This design comes from an exercise in tuning for a short achievable clock period and few clock cycles on the open sky130 flow, not from production work.
Function was checked by simulation only, so behaviour that the tests miss may differ from the original.
Power is estimated from default activity; no workload was simulated.

==> inputs of 06-09 <==
## ooo_top
module ooo_top (
  input  logic        clock,
  input  logic        reset,
  input  logic        dispatch_valid,
  input  logic [2:0]  dispatch_kind,
  input  logic [2:0]  dispatch_dest,
  input  logic [2:0]  dispatch_src_a,
  input  logic [2:0]  dispatch_src_b,
  input  logic        dispatch_use_imm,
  input  logic [31:0] dispatch_imm,
  output logic        dispatch_ready,
  output logic        commit_valid,
  output logic [2:0]  commit_dest,
  output logic [31:0] commit_value
);
export LEC_CHECK = 0
export CAP_MARGIN = 20
export CELL_PAD_IN_SITES_DETAIL_PLACEMENT = 1
export CELL_PAD_IN_SITES_GLOBAL_PLACEMENT = 2
export CORE_MARGIN = 2
export CORE_UTILIZATION = 30
export GPL_TIMING_DRIVEN = 1
export PLACE_DENSITY = 0.45
export SLEW_MARGIN = 20
create_clock -name core_clock -period 11.0 [get_ports {clock}]
standard.sh (not shown) runs the stock make flow with config.mk's settings and CLKGATE_MAP_FILE= SYNTH_SCRIPT=/design/flow/synth_recipe.tcl, a recipe that flattens the netlist after the stock synthesis.
==> flow/flow/run.sh <==
#!/bin/bash
set -euo pipefail
bash standard.sh SETUP_SLACK_MARGIN=7.2 finish > standard_flow.log 2>&1
==> inputs of 02-18, as changes to 06-09 <==
--- a/flow/design.v
+++ b/flow/design.v
@@ -2507,14 +2507,26 @@
       we3 <= '0;
     end else begin
       we1 <= iss_e ? ir.dest_oh : 8'd0;
       we2 <= (st_v && st_l1) ? st_dest_oh : 8'd0;
       we3 <= (s3_v && s3_x && s3_live) ? s3_dest_oh : 8'd0;
     end
   end
+  function automatic logic [31:0] upda(input logic [31:0] x, input logic [2:0] src);
+    upda = we1[src] ? st_val : we2[src] ? r2_val : we3[src] ? r3_val : x;
+  endfunction
+  function automatic logic [31:0] updb(input logic [31:0] x, input logic [2:0] src,
+                                       input logic use_imm, input logic sub);
+    if (use_imm) begin
+      updb = x;
+    end else begin
+      updb = we1[src] ? st_val ^ {32{sub}} : we2[src] ? r2_val ^ {32{sub}}
+           : we3[src] ? r3_val ^ {32{sub}} : x;
+    end
+  endfunction
   always_comb begin
     for (int r = 0; r < 8; r++) begin
       if (reset_q) begin
         rf_nx[r] = '0;
       end else if (we1[r]) begin
         rf_nx[r] = st_val;
       end else if (we2[r]) begin
@@ -2526,21 +2538,21 @@
       end
     end
   end
   always_ff @(posedge clock) begin
     for (int r = 0; r < 8; r++) begin
       rf[r] <= rf_nx[r];
     end
-    pa1 <= ir_free ? rf_nx[q0.src_a] : rf_nx[ir.src_a];
+    pa1 <= ir_free ? rf_nx[q0.src_a] : upda(pa1, ir.src_a);
     pb1 <= ir_free ? ((q0.use_imm ? q0.imm : rf_nx[q0.src_b]) ^ {32{q0.k[2]}})
-                   : ((ir.use_imm ? ir.imm : rf_nx[ir.src_b]) ^ {32{ir.k[2]}});
-    pa2 <= rf_nx[ir.src_a];
-    pb2 <= (ir.use_imm ? ir.imm : rf_nx[ir.src_b]) ^ {32{ir.k[2]}};
-    pa3 <= rf_nx[st_src_a];
-    pb3 <= (st_use_imm ? st_imm : rf_nx[st_src_b]) ^ {32{st_k[2]}};
+                   : updb(pb1, ir.src_b, ir.use_imm, ir.k[2]);
+    pa2 <= upda(pa1, ir.src_a);
+    pb2 <= updb(pb1, ir.src_b, ir.use_imm, ir.k[2]);
+    pa3 <= upda(pa2, st_src_a);
+    pb3 <= updb(pb2, st_src_b, st_use_imm, st_k[2]);
   end
   always_comb begin
     pb1_enc = booth_enc(pb1);
     st_enc  = booth_enc(st_val);
     r2_enc  = booth_enc(r2_val);
     r3_enc  = booth_enc(r3_val);
   end
==> flow/flow/run.sh (replaced) <==
#!/bin/bash
set -euo pipefail
bash standard.sh SETUP_SLACK_MARGIN=7.5 finish > standard_flow.log 2>&1
==> flow/config.mk (replaced) <==
export PLATFORM = sky130hd
export DESIGN_NAME = ooo_top
export DESIGN_NICKNAME = ooo_top
export VERILOG_FILES = /design/flow/design.v
export SDC_FILE = /design/flow/constraint.sdc
export NUM_CORES = 4
export LEC_CHECK = 0
export CAP_MARGIN = 40
export CELL_PAD_IN_SITES_DETAIL_PLACEMENT = 1
export CELL_PAD_IN_SITES_GLOBAL_PLACEMENT = 2
export CORE_MARGIN = 2
export CORE_UTILIZATION = 30
export GPL_TIMING_DRIVEN = 1
export PLACE_DENSITY = 0.45
export SLEW_MARGIN = 50
==> inputs of 03-24, as changes to 06-09 <==
--- a/flow/design.v
+++ b/flow/design.v
@@ -2224,15 +2224,14 @@
     logic r1;
     logic r2;
     logic r3;
     logic n1;
     logic n2;
     logic n3;
   } sel_t;
-  logic        reset_q;
   op_t         in_op;
   op_t         nx_op;
   logic        accept;
   logic        q0_v;
   logic        q1_v;
   op_t         q0;
   op_t         q1;
@@ -2357,17 +2356,14 @@
                                       input logic [31:0] b);
     logic [32:0] sum;
     sum = {a, 1'b1} + {b, k[2]};
     alu = ({32{k[3] | k[2]}} & sum[32:1])
         | ({32{k[1]}} & (a & b))
         | ({32{k[0]}} & (a ^ b));
   endfunction
-  always_ff @(posedge clock) begin
-    reset_q <= reset;
-  end
   always_comb begin
     in_op.is_mul  = dispatch_kind[2];
     in_op.k       = {dispatch_kind == 3'd0, dispatch_kind == 3'd1,
                      dispatch_kind == 3'd2, dispatch_kind == 3'd3};
     in_op.dest    = dispatch_dest;
     in_op.src_a   = dispatch_src_a;
     in_op.src_b   = dispatch_src_b;
@@ -2379,27 +2375,22 @@
   end
   assign dispatch_ready = rdy;
   assign accept         = dispatch_valid && !(q0_v && q1_v);
   assign deq   = ir_free && q0_v;
   assign q0_vn = deq ? (q1_v || accept) : (q0_v || accept);
   assign q1_vn = deq ? (q1_v && accept) : (q1_v || (q0_v && accept));
   always_ff @(posedge clock) begin
-    if (reset_q) begin
+    if (reset) begin
       q0_v <= 1'b0;
       q1_v <= 1'b0;
+      rdy  <= 1'b1;
     end else begin
       q0_v <= q0_vn;
       q1_v <= q1_vn;
-    end
-    if (reset) begin
-      rdy <= 1'b0;
-    end else if (reset_q) begin
-      rdy <= 1'b1;
-    end else begin
-      rdy <= !(q0_vn && q1_vn);
+      rdy  <= !(q0_vn && q1_vn);
     end
     if (deq) begin
       q0 <= q1_v ? q1 : in_op;
     end else if (!q0_v) begin
       q0 <= in_op;
     end
     if (accept) begin
@@ -2410,15 +2401,15 @@
   assign issue   = ir_v && !stall;
   assign ir_free = !ir_v || !stall;
   assign nx_op   = ir_free ? q0 : ir;
   assign iss_x   = issue && (ir.is_mul || lv2);
   assign iss_l1  = issue && !ir.is_mul && lv1;
   assign iss_e   = issue && !ir.is_mul && !lv1 && !lv2;
   always_ff @(posedge clock) begin
-    if (reset_q) begin
+    if (reset) begin
       ir_v <= 1'b0;
     end else if (ir_free) begin
       ir_v <= q0_v;
     end
     if (ir_free) begin
       ir <= q0;
     end
@@ -2431,15 +2422,15 @@
     nx_s1_na = ((iss_l1 || iss_x) ? w : 8'd0) | (loc_s2_na & ~w);
     nx_s2_r2 = iss_l1 ? w : 8'd0;
     nx_s2_r3 = loc_s3_r3 & ~w;
     nx_s2_na = iss_x ? w : 8'd0;
     nx_s3_r3 = iss_x ? w : 8'd0;
   end
   always_ff @(posedge clock) begin
-    if (reset_q) begin
+    if (reset) begin
       loc_s1_r1 <= '0;
       loc_s1_r2 <= '0;
       loc_s1_r3 <= '0;
       loc_s1_na <= '0;
       loc_s2_r2 <= '0;
       loc_s2_r3 <= '0;
       loc_s2_na <= '0;
@@ -2493,50 +2484,35 @@
     m1a <= sel(nx_op.is_mul, 1'b0, la[7], la[6], la[5]);
     m1b <= sel(nx_op.is_mul, 1'b0, lb[7], lb[6], lb[5]);
     e2a <= sel(1'b1, 1'b0, 1'b0, la[3], la[2]);
     e2b <= sel(1'b1, nx_sub, 1'b0, lb[3], lb[2]);
     e3a <= sel(1'b1, 1'b0, 1'b0, 1'b0, la[0]);
     e3b <= sel(1'b1, nx_sub, 1'b0, 1'b0, lb[0]);
   end
-  logic [7:0] we1;
-  logic [7:0] we2;
-  logic [7:0] we3;
-  always_ff @(posedge clock) begin
-    if (reset_q) begin
-      we1 <= '0;
-      we2 <= '0;
-      we3 <= '0;
-    end else begin
-      we1 <= iss_e ? ir.dest_oh : 8'd0;
-      we2 <= (st_v && st_l1) ? st_dest_oh : 8'd0;
-      we3 <= (s3_v && s3_x && s3_live) ? s3_dest_oh : 8'd0;
-    end
-  end
   always_comb begin
     for (int r = 0; r < 8; r++) begin
-      if (reset_q) begin
+      if (reset) begin
         rf_nx[r] = '0;
-      end else if (we1[r]) begin
+      end else if (st_v && st_e && st_dest_oh[r]) begin
         rf_nx[r] = st_val;
-      end else if (we2[r]) begin
+      end else if (s3_v && s3_l1 && s3_dest_oh[r]) begin
         rf_nx[r] = r2_val;
-      end else if (we3[r]) begin
+      end else if (s4_v && s4_x && s4_live && s4_dest_oh[r]) begin
         rf_nx[r] = r3_val;
       end else begin
         rf_nx[r] = rf[r];
       end
     end
   end
   always_ff @(posedge clock) begin
     for (int r = 0; r < 8; r++) begin
       rf[r] <= rf_nx[r];
     end
-    pa1 <= ir_free ? rf_nx[q0.src_a] : rf_nx[ir.src_a];
-    pb1 <= ir_free ? ((q0.use_imm ? q0.imm : rf_nx[q0.src_b]) ^ {32{q0.k[2]}})
-                   : ((ir.use_imm ? ir.imm : rf_nx[ir.src_b]) ^ {32{ir.k[2]}});
+    pa1 <= rf_nx[nx_op.src_a];
+    pb1 <= (nx_op.use_imm ? nx_op.imm : rf_nx[nx_op.src_b]) ^ {32{nx_op.k[2]}};
     pa2 <= rf_nx[ir.src_a];
     pb2 <= (ir.use_imm ? ir.imm : rf_nx[ir.src_b]) ^ {32{ir.k[2]}};
     pa3 <= rf_nx[st_src_a];
     pb3 <= (st_use_imm ? st_imm : rf_nx[st_src_b]) ^ {32{st_k[2]}};
   end
   always_comb begin
     pb1_enc = booth_enc(pb1);
@@ -2569,24 +2545,25 @@
   assign l1_res = alu(st_k, opa2, opb2);
   always_comb begin
     opa3 = ({32{s3_e3a.pf}} & pa3) | ({32{s3_e3a.r3}} & r3_val);
     opb3 = ({32{s3_e3b.pf}} & pb3) | ({32{s3_e3b.r3}} & r3_val) | ({32{s3_e3b.n3}} & ~r3_val);
   end
   assign l2_res = alu(s3_k, opa3, opb3);
   always_ff @(posedge clock) begin
-    if (reset_q) begin
+    if (reset) begin
       st_v <= 1'b0;
       s3_v <= 1'b0;
       s4_v <= 1'b0;
+      c_v  <= 1'b0;
     end else begin
       st_v <= issue;
       s3_v <= st_v;
       s4_v <= s3_v;
+      c_v  <= s4_v;
     end
-    c_v <= s4_v && !reset && !reset_q;
     st_e       <= iss_e;
     st_l1      <= iss_l1;
     st_x       <= iss_x;
     st_l2      <= !ir.is_mul && lv2;
     st_k       <= ir.k;
     st_dest    <= ir.dest;
     st_dest_oh <= ir.dest_oh;
--- a/flow/config.mk
+++ b/flow/config.mk
@@ -7,9 +7,10 @@
 export LEC_CHECK = 0
 export CAP_MARGIN = 20
 export CELL_PAD_IN_SITES_DETAIL_PLACEMENT = 1
 export CELL_PAD_IN_SITES_GLOBAL_PLACEMENT = 2
 export CORE_MARGIN = 2
 export CORE_UTILIZATION = 30
 export GPL_TIMING_DRIVEN = 1
+export MIN_ROUTING_LAYER = met2
 export PLACE_DENSITY = 0.45
 export SLEW_MARGIN = 20
==> inputs of 10-13, as changes to 06-09 <==
--- a/flow/design.v
+++ b/flow/design.v
@@ -2507,14 +2507,26 @@
       we3 <= '0;
     end else begin
       we1 <= iss_e ? ir.dest_oh : 8'd0;
       we2 <= (st_v && st_l1) ? st_dest_oh : 8'd0;
       we3 <= (s3_v && s3_x && s3_live) ? s3_dest_oh : 8'd0;
     end
   end
+  function automatic logic [31:0] upda(input logic [31:0] x, input logic [2:0] src);
+    upda = we1[src] ? st_val : we2[src] ? r2_val : we3[src] ? r3_val : x;
+  endfunction
+  function automatic logic [31:0] updb(input logic [31:0] x, input logic [2:0] src,
+                                       input logic use_imm, input logic sub);
+    if (use_imm) begin
+      updb = x;
+    end else begin
+      updb = we1[src] ? st_val ^ {32{sub}} : we2[src] ? r2_val ^ {32{sub}}
+           : we3[src] ? r3_val ^ {32{sub}} : x;
+    end
+  endfunction
   always_comb begin
     for (int r = 0; r < 8; r++) begin
       if (reset_q) begin
         rf_nx[r] = '0;
       end else if (we1[r]) begin
         rf_nx[r] = st_val;
       end else if (we2[r]) begin
@@ -2526,21 +2538,21 @@
       end
     end
   end
   always_ff @(posedge clock) begin
     for (int r = 0; r < 8; r++) begin
       rf[r] <= rf_nx[r];
     end
-    pa1 <= ir_free ? rf_nx[q0.src_a] : rf_nx[ir.src_a];
+    pa1 <= ir_free ? rf_nx[q0.src_a] : upda(pa1, ir.src_a);
     pb1 <= ir_free ? ((q0.use_imm ? q0.imm : rf_nx[q0.src_b]) ^ {32{q0.k[2]}})
-                   : ((ir.use_imm ? ir.imm : rf_nx[ir.src_b]) ^ {32{ir.k[2]}});
-    pa2 <= rf_nx[ir.src_a];
-    pb2 <= (ir.use_imm ? ir.imm : rf_nx[ir.src_b]) ^ {32{ir.k[2]}};
-    pa3 <= rf_nx[st_src_a];
-    pb3 <= (st_use_imm ? st_imm : rf_nx[st_src_b]) ^ {32{st_k[2]}};
+                   : updb(pb1, ir.src_b, ir.use_imm, ir.k[2]);
+    pa2 <= upda(pa1, ir.src_a);
+    pb2 <= updb(pb1, ir.src_b, ir.use_imm, ir.k[2]);
+    pa3 <= upda(pa2, st_src_a);
+    pb3 <= updb(pb2, st_src_b, st_use_imm, st_k[2]);
   end
   always_comb begin
     pb1_enc = booth_enc(pb1);
     st_enc  = booth_enc(st_val);
     r2_enc  = booth_enc(r2_val);
     r3_enc  = booth_enc(r3_val);
   end
==> flow/flow/run.sh (replaced) <==
#!/bin/bash
set -euo pipefail
bash standard.sh SETUP_SLACK_MARGIN=7.65 finish > standard_flow.log 2>&1
==> flow/config.mk (replaced) <==
export PLATFORM = sky130hd
export DESIGN_NAME = ooo_top
export DESIGN_NICKNAME = ooo_top
export VERILOG_FILES = /design/flow/design.v
export SDC_FILE = /design/flow/constraint.sdc
export NUM_CORES = 4
export LEC_CHECK = 0
export CAP_MARGIN = 40
export CELL_PAD_IN_SITES_DETAIL_PLACEMENT = 1
export CELL_PAD_IN_SITES_GLOBAL_PLACEMENT = 2
export CORE_MARGIN = 2
export CORE_UTILIZATION = 30
export GPL_TIMING_DRIVEN = 1
export PLACE_DENSITY = 0.45
export SLEW_MARGIN = 50
==> comparison <==
10-13 ran to the end with no violations. 06-09 ran to the end with no violations. 02-18 completed with no timing, DRC or antenna violations. 03-24 did not get past global routing.
Of 06-09 and 02-18, 06-09 has the higher sequential power (gap about 5%, measured against 02-18).
Design area: 06-09 > 10-13 > 02-18.
The highest clock skew belongs to 10-13, the lowest to 02-18.
The highest hold slack belongs to 02-18, the lowest to 06-09.
Fmax: 10-13 > 02-18 > 06-09.
Synthesized area: 06-09 is higher than 10-13 (about 6%).
Clock-buffer cell count: 02-18 < 10-13 < 06-09.
The lowest sequential share of layout area belongs to 10-13, the highest to 06-09.
Clock power: 06-09 is higher than 10-13 (about 3%).
In die area, 02-18 and 10-13 do not differ.
Of 02-18 and 06-09, 06-09 has the higher first-iteration DRC count (gap about 20%, measured against 06-09).
Testbench counts of 06-09, summed over its fixed seeds: cycles 4,948.
Testbench counts of 02-18, summed over its fixed seeds: cycles 4,948.
Testbench counts of 03-24, summed over its fixed seeds: cycles 4,948.
Testbench counts of 10-13, summed over its fixed seeds: cycles 4,948.

## separate check: timing with driven ports
Ports are ideal in the flow. The routed layouts listed here were re-timed in OpenROAD.
Step 1 (the two cells are an assumption about what drives the block):
set clk [get_ports {clock}]
set_driving_cell -lib_cell sky130_fd_sc_hd__clkbuf_16 $clk
set_driving_cell -lib_cell sky130_fd_sc_hd__buf_2 [delete_from_list [all_inputs] $clk]
Step 2 adds t to the input delays and takes it off the output delays; t is the mean of the earliest and latest rising clock arrival at the registers after step 1. Input paths then give back, and output paths get back, about the clock's delay inside the block.
a / b / c = ideal ports / drivers / drivers and shift; a / b = the first two.
run | t (ns) | setup WS [ns] | worst hold slack (ns) | worst slew at a driven data input, ns | pins driven straight from the clock port
06-09 | 1.004 | 7.002 / 7.002 / 6.932 | 0.296 / 0.296 / 0.296 | 0.12 | 1
02-18 | 0.942 | 7.407 / 7.407 / 7.040 | 0.320 / 0.320 / 0.320 | 0.12 | 1
10-13 | 0.943 | 7.477 / 7.378 / 7.099 | 0.311 / 0.311 / 0.311 | 0.06 | 1
After both steps every run listed still meets setup and hold. The setup slack of 10-13, which loses most, moves by -0.099 ns with the drivers and by -0.378 ns with both steps.
